Background: an optimization exercise with open tools, aiming at small area. Do not read the settings as production practice.
In this exercise RTL edits were held to simulation tests only and were not proved equivalent to the original.
No activity file was given, so power comes from the tool's default toggle rates.

File: flow/constraint.sdc
create_clock -name core_clock -period 8.0 [get_ports {clk}]
set_input_delay 1.6000 -clock core_clock [delete_from_list [all_inputs] [get_ports {clk}]]
set_output_delay 1.6000 -clock core_clock [all_outputs]
set_load 0.01 [all_outputs]
File: flow/design.v
package eth_frame_pkg;
    typedef logic [7:0]  byte_t;       
    typedef logic [47:0] mac_addr_t;
    typedef logic [31:0] ip_addr_t;
    typedef logic [15:0] word16_t;     
    typedef logic [15:0] len_t;        
    localparam word16_t ETH_TYPE_IPV4 = 16'h0800;
    localparam byte_t PREAMBLE_BYTE = 8'h55;
    localparam byte_t SFD_BYTE      = 8'hd5;
    localparam int PREAMBLE_LEN    = 8;    
    localparam int ETH_HDR_LEN     = 14;
    localparam int IP_ICMP_HDR_LEN = 28;   
    localparam int FCS_LEN         = 4;
    localparam int MIN_PAYLOAD_LEN = 18;
    localparam byte_t   IP_TTL        = 8'h80;
    localparam byte_t   IP_PROTO_ICMP = 8'd1;
    localparam word16_t IP_FLAGS_DF   = 16'h4000;   
    localparam byte_t ICMP_ECHO_REPLY = 8'd0;
endpackage
package icmp_tx_pkg;
    typedef struct packed {
        logic [47:0]   dest_mac;
        logic [31:0]    dest_ip;
        logic [15:0]     icmp_id;
        logic [15:0]     icmp_seq;
        logic [15:0]        payload_len;    
        logic [31:0] payload_sum;    
    } tx_request_t;
    typedef struct packed {
        logic [47:0]                      dest_mac;
        logic [47:0]                      src_mac;
        logic [28*8-1:0]        ip_icmp;
        logic [15:0]                           payload_len;
    } frame_hdr_t;
endpackage
module eth_crc32 (
    input  logic                 clk,
    input  logic                 rst_n,
    input  logic                 crc_init,
    input  logic                 crc_en,
    input  logic [7:0] crc_byte,
    output logic [31:0]          crc_value
);
    localparam logic [31:0] CRC_POLY = 32'hedb8_8320;   
    function automatic logic [31:0] crc_step(input logic [31:0] crc, input logic [7:0] data);
        logic [31:0] c;
        c = crc ^ {24'd0, data};
        for (int i = 0; i < 8; i++) begin
            if (c[0])
                c = (c >> 1) ^ CRC_POLY;
            else
                c = c >> 1;
        end
        crc_step = c;
    endfunction
    always_ff @(posedge clk or negedge rst_n) begin
        if (!rst_n) begin
            crc_value <= '1;
        end else if (crc_init) begin
            crc_value <= '1;   
        end else if (crc_en) begin
            crc_value <= crc_step(crc_value, crc_byte);
        end
    end
endmodule
module icmp_hdr_builder #(
    parameter logic [47:0] board_mac = 48'h00_11_22_33_44_55,
    parameter logic [31:0]  board_ip  = {8'd192, 8'd168, 8'd1, 8'd123}
) (
    input  logic                     clk,
    input  logic                     rst_n,
    input  logic                     start,
    input  icmp_tx_pkg::tx_request_t req,
    input  logic                     frame_done,
    output logic                     busy,
    output icmp_tx_pkg::frame_hdr_t  hdr,
    output logic                     hdr_valid
);
    localparam logic [7:0] IP_VER_IHL = 8'h45;   
    typedef enum logic [2:0] {
        st_idle,
        st_capture,
        st_fold_ip,
        st_fold_icmp,
        st_ready
    } state_t;
    state_t      state;
    icmp_tx_pkg::tx_request_t req_q;
    logic [15:0]     ip_id;       
    logic [31:0] ip_sum;
    logic [31:0] icmp_sum;
    logic [15:0]        total_len;
    logic        accept;
    function automatic logic [31:0] fold(input logic [31:0] s);
        fold = 32'(s[31:16]) + 32'(s[15:0]);
    endfunction
    assign busy      = (state != st_idle) & ~frame_done;
    assign accept    = start & ~busy;
    assign total_len = req_q.payload_len + 16'(eth_frame_pkg::IP_ICMP_HDR_LEN);
    always_ff @(posedge clk or negedge rst_n) begin
        if (!rst_n) begin
            state     <= st_idle;
            ip_id     <= '0;
            hdr_valid <= 1'b0;
        end else begin
            hdr_valid <= 1'b0;
            if (accept) begin
                state <= st_capture;
                ip_id <= ip_id + 16'd1;   
            end else begin
                case (state)
                    st_capture:   state <= st_fold_ip;
                    st_fold_ip:   state <= st_fold_icmp;
                    st_fold_icmp: begin
                        state     <= st_ready;
                        hdr_valid <= 1'b1;
                    end
                    st_ready: begin
                        if (frame_done)
                            state <= st_idle;
                    end
                    default:      state <= st_idle;
                endcase
            end
        end
    end
    always_ff @(posedge clk) begin
        if (accept)
            req_q <= req;
        case (state)
            st_capture: begin
                ip_sum   <= 32'({IP_VER_IHL, 8'h00}) + 32'(total_len) + 32'(ip_id)
                          + 32'(eth_frame_pkg::IP_FLAGS_DF) + 32'({eth_frame_pkg::IP_TTL, eth_frame_pkg::IP_PROTO_ICMP})
                          + 32'(board_ip[31:16]) + 32'(board_ip[15:0])
                          + 32'(req_q.dest_ip[31:16]) + 32'(req_q.dest_ip[15:0]);
                icmp_sum <= 32'({eth_frame_pkg::ICMP_ECHO_REPLY, 8'h00}) + 32'(req_q.icmp_id)
                          + 32'(req_q.icmp_seq) + req_q.payload_sum;
            end
            st_fold_ip:   ip_sum   <= fold(fold(ip_sum));
            st_fold_icmp: icmp_sum <= fold(fold(icmp_sum));
            default: ;
        endcase
    end
    always_comb begin
        hdr.dest_mac    = req_q.dest_mac;
        hdr.src_mac     = board_mac;
        hdr.payload_len = req_q.payload_len;
        hdr.ip_icmp     = {IP_VER_IHL, 8'h00, total_len,
                           ip_id, eth_frame_pkg::IP_FLAGS_DF,
                           eth_frame_pkg::IP_TTL, eth_frame_pkg::IP_PROTO_ICMP, ~ip_sum[15:0],
                           board_ip,
                           req_q.dest_ip,
                           eth_frame_pkg::ICMP_ECHO_REPLY, 8'h00, ~icmp_sum[15:0],   
                           req_q.icmp_id, req_q.icmp_seq};
    end
endmodule
module gmii_frame_sequencer (
    input  logic                    clk,
    input  logic                    rst_n,
    input  icmp_tx_pkg::frame_hdr_t hdr,
    input  logic                    hdr_valid,
    input  logic [7:0]    payload_data,
    input  logic [31:0]             crc_value,
    output logic                    payload_rd,
    output logic                    gmii_tx_en,
    output logic [7:0]    gmii_txd,
    output logic                    crc_init,
    output logic                    crc_en,
    output logic [7:0]    crc_byte,
    output logic                    frame_done,
    output logic                    tx_done
);
    typedef enum logic [2:0] {
        st_idle,
        st_preamble,
        st_eth_hdr,
        st_ip_hdr,
        st_payload,
        st_pad,
        st_fcs
    } state_t;
    state_t                   state;
    logic [15:0]                     cnt;        
    logic [15:0]                     len;
    logic [7:0]                    tx_byte;
    logic [eth_frame_pkg::ETH_HDR_LEN*8-1:0] eth_vec;
    logic                     done_q;
    assign len     = hdr.payload_len;
    assign eth_vec = {hdr.dest_mac, hdr.src_mac, eth_frame_pkg::ETH_TYPE_IPV4};
    always_ff @(posedge clk or negedge rst_n) begin
        if (!rst_n) begin
            state  <= st_idle;
            cnt    <= '0;
            done_q <= 1'b0;
        end else begin
            done_q <= 1'b0;
            cnt    <= cnt + 16'(1);
            case (state)
                st_idle: begin
                    cnt <= '0;
                    if (hdr_valid)
                        state <= st_preamble;
                end
                st_preamble: begin
                    if (cnt == 16'(eth_frame_pkg::PREAMBLE_LEN - 1)) begin
                        state <= st_eth_hdr;
                        cnt   <= '0;
                    end
                end
                st_eth_hdr: begin
                    if (cnt == 16'(eth_frame_pkg::ETH_HDR_LEN - 1)) begin
                        state <= st_ip_hdr;
                        cnt   <= '0;
                    end
                end
                st_ip_hdr: begin
                    if (cnt == 16'(eth_frame_pkg::IP_ICMP_HDR_LEN - 1)) begin
                        state <= (len == '0) ? st_pad : st_payload;   
                        cnt   <= '0;
                    end
                end
                st_payload: begin
                    if (cnt == len - 16'(1)) begin
                        if (len < 16'(eth_frame_pkg::MIN_PAYLOAD_LEN)) begin
                            state <= st_pad;
                        end else begin
                            state <= st_fcs;
                            cnt   <= '0;
                        end
                    end
                end
                st_pad: begin
                    if (cnt == 16'(eth_frame_pkg::MIN_PAYLOAD_LEN - 1)) begin
                        state <= st_fcs;
                        cnt   <= '0;
                    end
                end
                st_fcs: begin
                    if (cnt == 16'(eth_frame_pkg::FCS_LEN - 1)) begin
                        state  <= st_idle;
                        cnt    <= '0;
                        done_q <= 1'b1;
                    end
                end
                default: state <= st_idle;
            endcase
        end
    end
    always_comb begin
        case (state)
            st_preamble: tx_byte = (cnt == 16'(eth_frame_pkg::PREAMBLE_LEN - 1)) ? eth_frame_pkg::SFD_BYTE : eth_frame_pkg::PREAMBLE_BYTE;
            st_eth_hdr:  tx_byte = eth_vec[(eth_frame_pkg::ETH_HDR_LEN - 1 - int'(cnt)) * 8 +: 8];
            st_ip_hdr:   tx_byte = hdr.ip_icmp[(eth_frame_pkg::IP_ICMP_HDR_LEN - 1 - int'(cnt)) * 8 +: 8];
            st_payload:  tx_byte = payload_data;
            st_fcs:      tx_byte = ~crc_value[int'(cnt[1:0]) * 8 +: 8];
            default:     tx_byte = '0;   
        endcase
    end
    assign gmii_tx_en = (state != st_idle);
    assign gmii_txd   = tx_byte;
    assign crc_init = hdr_valid & (state == st_idle);
    assign crc_en   = (state == st_eth_hdr) || (state == st_ip_hdr) ||
                      (state == st_payload) || (state == st_pad);
    assign crc_byte = tx_byte;
    assign payload_rd = ((state == st_ip_hdr) && (cnt == 16'(eth_frame_pkg::IP_ICMP_HDR_LEN - 1))
                         && (len != '0))
                     || ((state == st_payload) && (cnt + 16'(1) < len));
    assign frame_done = done_q;
    assign tx_done    = done_q;
endmodule
module icmp_tx_top #(
    parameter logic [47:0] board_mac = 48'h00_11_22_33_44_55,
    parameter logic [31:0]  board_ip  = {8'd192, 8'd168, 8'd1, 8'd123}
) (
    input  logic        clk,
    input  logic        rst_n,
    input  logic        start,
    input  logic [47:0] req_dest_mac,
    input  logic [31:0] req_dest_ip,
    input  logic [15:0] req_icmp_id,
    input  logic [15:0] req_icmp_seq,
    input  logic [15:0] req_payload_len,
    input  logic [31:0] req_payload_sum,
    input  logic [7:0]  payload_data,
    output logic        busy,
    output logic        payload_rd,
    output logic        gmii_tx_en,
    output logic [7:0]  gmii_txd,
    output logic        tx_done
);
    icmp_tx_pkg::tx_request_t req;
    icmp_tx_pkg::frame_hdr_t  hdr;
    logic        hdr_valid;
    logic        frame_done;
    logic        crc_init;
    logic        crc_en;
    logic [7:0]       crc_byte;
    logic [31:0] crc_value;
    assign req.dest_mac    = req_dest_mac;
    assign req.dest_ip     = req_dest_ip;
    assign req.icmp_id     = req_icmp_id;
    assign req.icmp_seq    = req_icmp_seq;
    assign req.payload_len = req_payload_len;
    assign req.payload_sum = req_payload_sum;
    icmp_hdr_builder #(
        .board_mac (board_mac),
        .board_ip  (board_ip)
    ) hdr_builder0 (
        .clk        (clk),
        .rst_n      (rst_n),
        .start      (start),
        .req        (req),
        .frame_done (frame_done),
        .busy       (busy),
        .hdr        (hdr),
        .hdr_valid  (hdr_valid)
    );
    gmii_frame_sequencer frame_seq0 (
        .clk          (clk),
        .rst_n        (rst_n),
        .hdr          (hdr),
        .hdr_valid    (hdr_valid),
        .payload_data (payload_data),
        .crc_value    (crc_value),
        .payload_rd   (payload_rd),
        .gmii_tx_en   (gmii_tx_en),
        .gmii_txd     (gmii_txd),
        .crc_init     (crc_init),
        .crc_en       (crc_en),
        .crc_byte     (crc_byte),
        .frame_done   (frame_done),
        .tx_done      (tx_done)
    );
    eth_crc32 crc0 (
        .clk       (clk),
        .rst_n     (rst_n),
        .crc_init  (crc_init),
        .crc_en    (crc_en),
        .crc_byte  (crc_byte),
        .crc_value (crc_value)
    );
endmodule
File: flow/run.sh
#!/bin/bash
# synth_recipe.tcl (not shown) runs the flow's synth.tcl, then flattens the netlist and writes it again
# the make line also repeats each setting of config.mk as NAME=value (left out here)
make -C /OpenROAD-flow-scripts/flow DESIGN_CONFIG=/design/flow/config.mk WORK_HOME=/design/flow/orfs CLKGATE_MAP_FILE= SYNTH_SCRIPT=/design/flow/synth_recipe.tcl finish
File: flow/config.mk
export PLATFORM = sky130hd
export DESIGN_NAME = icmp_tx_top
export DESIGN_NICKNAME = icmp_tx_top
export VERILOG_FILES = /design/flow/design.v
export SDC_FILE = /design/flow/constraint.sdc
export NUM_CORES = 4
export LEC_CHECK = 0
export CAP_MARGIN = 20
export CORE_MARGIN = 2
export CORE_UTILIZATION = 40
export PLACE_DENSITY = 0.6
export SLEW_MARGIN = 20
==> reports/metrics.yaml <==
finalSetupTns_ns: 0
utilization_pct: 47.7
worst_slack_ns: 1.53
avgRoutedWirePerCell_um: 20.8
grt_usage_pct: 22.2
crit_required_ns: 6.40
clkTransAtPathRegs_ns: 0.06
rsz0062_at_grt: "no"
drcViolationCount: 0
core_mm2: 0.0487
async_flop_share_pct: 25.4
worstPathArrival_ns: 4.87
status: "no timing/DRC/antenna violations"
hold_depth: 2
synth_warnings: 3
cts.sinks: 284
syn_nets: 2188
fin_cells: 2709
final_max_slew_viol_count: 0
ir_drop_mv: 0.201
drt.antenna.violating_nets: 0
r2r_slack_ns: 2.46
min_period_over_period_pct: 80.9
yosysTopAreaCellShare_pct: 32.4
yosys.area.top_type: "edfxtp_1"
ys_ff_latch: 284
power.total_uw: 10200
finalHoldViolCount: 0
drtIter0Drc: 1221
maxCapViolations: 0
tightest_slew_ns: 1.01
drtPass1Iterations: 7
cts_setup_buffers: 0
yosysMostFrequentCell: "edfxtp_1"
worstSetupPathType: "reg2out"
cts-root-buf: "clkbuf_16"
synth_enable_flop_cells: 212
initial_utilization_pct: 40.3
rr_startpoint: "hdr_builder0.req_q[48]"
synth_common_cells: "edfxtp_1, xnor2_1, nor2_1"
hold_class: "reg2reg"
dieHeight_um: 226
leakage_uw: 0.00876
gp_congestion: 0.899
htreeDepth: 2
worstHoldEndpoint: "crc0.crc_value[9]"
overflow: 0
pin_count: 183
dp_hpwl_um: 43000
fin_nets: 2345
skew_ns: 0.0238
power_density_mw_per_mm2: 438
fmax_mhz: 155
cts_buffer_depth: 3
critPathMaxStageDelay_ns: 0.91
period_needed_ns: 6.47
ff2ff_path_depth: 21
grt_first_pass_wirelength_um: 86000
cts_buffers: 36
place_inst: 2643
timing.max_slew.rel_slack_pct: 30.7
dieWidth_um: 226
tritoncts: "done"
crit_buf_inv: 2
synth_cell_type_count: 97
rows: 81
clock_latency_ns: 0.58
path_delay_family: "compound AO/OA/AOI/OAI gates"
synth_ff_type: "edfxtp_1"
crit_fanout: 63
min_from: "crc0.crc_value[9]"
crit_chain: "buf_4, ha_1, a21oi_4, xnor2_1, a21oi_1, a2111oi_0, nor3_1, o21ai_2, clkdlybuf4s50_1"
start_kind: "register"
yosysSeqAreaShare_pct: 41.7
holdBufCountCts: 0
cts_resized: 0
area_growth_pct: 18.2
setup_viol: 0
crit_cells: 9
synthesis.area_mm2: 0.0197
synth_cells: 1860
synth_area_leaders: "edfxtp_1, ha_1, xnor2_1"
num_vias: 14900
grt_max_degree: 99
first_global_vias: 14800
endpoint_kind: "output port"
reg2reg_to: "hdr_builder0.icmp_sum[20]"
syn_area_per_cell_um2: 10.6
worst_path_max_delay_cell: "a2111oi_0"
dp_slack_ns: 2.21
antenna_found_initial: 1
drive_gt1_share_pct: 8.37
viasPerCell: 5.51
port_buffers: 182
finalWirelength_um: 56200
fp.dieArea_mm2: 0.0509
## logic make-up after synthesis
group	synth area share, %
XOR/XNOR	11.5
adder cells (fa/ha/maj)	11.4
buffers and inverters	4.40
AND/OR/NAND/NOR	13.0
flip-flops	41.7
multiplexers	4.43
AO/OA/AOI/OAI	13.5
## state kept, by name, summed over array words and instances (netlist names)
name	count
hdr_builder0.ip_sum	20
frame_seq0.state	3
hdr_builder0.hdr_valid	1
crc0.crc_value	32
hdr_builder0.ip_id	16
frame_seq0.cnt	16
hdr_builder0.req_q	160
frame_seq0.done_q	1
hdr_builder0.state	3
hdr_builder0.icmp_sum	32
## worst max-delay path by stage
stage,from,endpoint,slack (ns)
final,frame_seq0.cnt[1],gmii_txd[7],1.53
after detailed placement,frame_seq0.cnt[1],gmii_txd[7],2.21
after global placement,frame_seq0.cnt[1],gmii_txd[7],2.29
after floorplan,start,hdr_builder0.ip_id[10],1.57
after global routing,frame_seq0.cnt[1],gmii_txd[7],1.33
after CTS,frame_seq0.cnt[1],gmii_txd[7],1.59
## placed cells by master (no fill, tap or decap), types with 15 or more instances in the layout
cell             count
or3_1               23
nand2b_1            15
inv_1              112
nor2b_1             19
nand2_1            117
o21ai_0             75
a21oi_1            126
o22ai_1             15
nand3_1             46
dfstp_2             32
xnor2_1            165
fa_1                36
nor2_1             141
a21o_1              17
edfxtp_1           212
dfrtp_1             38
ha_1               121
nand4_1             23
nor4_1              21
nor3_1              50
xor2_1              58
mux2i_1             45
clkbuf_16           36
and3_1              16
o21bai_1            15
o21a_1              15
clkdlybuf4s50_1    181
## area by class of cell
cell class              instances  area [µm²]
fillers                      4441       25500
multi-input cells            1386       10600
flip-flops and latches        284        8210
repair buffers                195        1910
clock buffers                  46         978
well taps                     664         831
inverters                     114         433
clock inverters                19         265
diodes                          1        2.50
## metrics by stage
stage	cell area [µm²]	hold slack, ns
after floorplan	19700	0.486
after global placement	22000	0.505
after detailed placement	22000	0.509
after CTS	23200	0.519
after global routing	23200	0.541
final	23200	0.517
## metal layers
| layer | global-route usage (%) | wire length [µm] | part of all wire, % | vias to the layer above |
|---|---|---|---|---|
| met5 | 0 | 0 | 0 | - |
| met1 | 30.8 | 25000 | 44 | 7246 |
| met3 | 4.40 | 4320 | 7.7 | 100 |
| met4 | 7.46 | 1680 | 3.0 | 0 |
| met2 | 34.6 | 25200 | 45 | 510 |
| li1 | - | - | - | 7081 |
## worst min-delay path: stages (launching register included)
cell and delay (ns):
dfstp_2 0.38, nor2_1 0.09, a21oi_1 0.05
## where the power goes
part	switching (µW)	total, µW	internal [µW]	leakage (µW)
Sequential	439	2840	2400	0.00282
Combinational	3130	5640	2520	0.00534
Clock	688	1700	1010	0.000597
Total	4250	10200	5930	0.00876

[what the ideal ports hide]
The flow's constraints put no driver on any port. The routed layout listed below was extracted and timed again, unchanged, in two steps.
Step 1 assumes that a clkbuf_16 drives the clock port and a buf_2 every other input.
Step 2, shift: input delay + t, output delay - t, t = (earliest + latest rising clock arrival at the registers) / 2. This alone moves slack from input paths to output paths.
Three values: ideal ports, drivers, drivers and shift; two values: the first two.
shift t [ns]: 0.625
setup WS [ns]: 1.528 / 1.467 / 2.093
hold WS [ns]: 0.517 / 0.517 / 0.517
After both steps setup and hold are still met in this run. For this run, drivers alone change the setup slack by -0.061 ns; drivers and shift together by +0.565 ns.
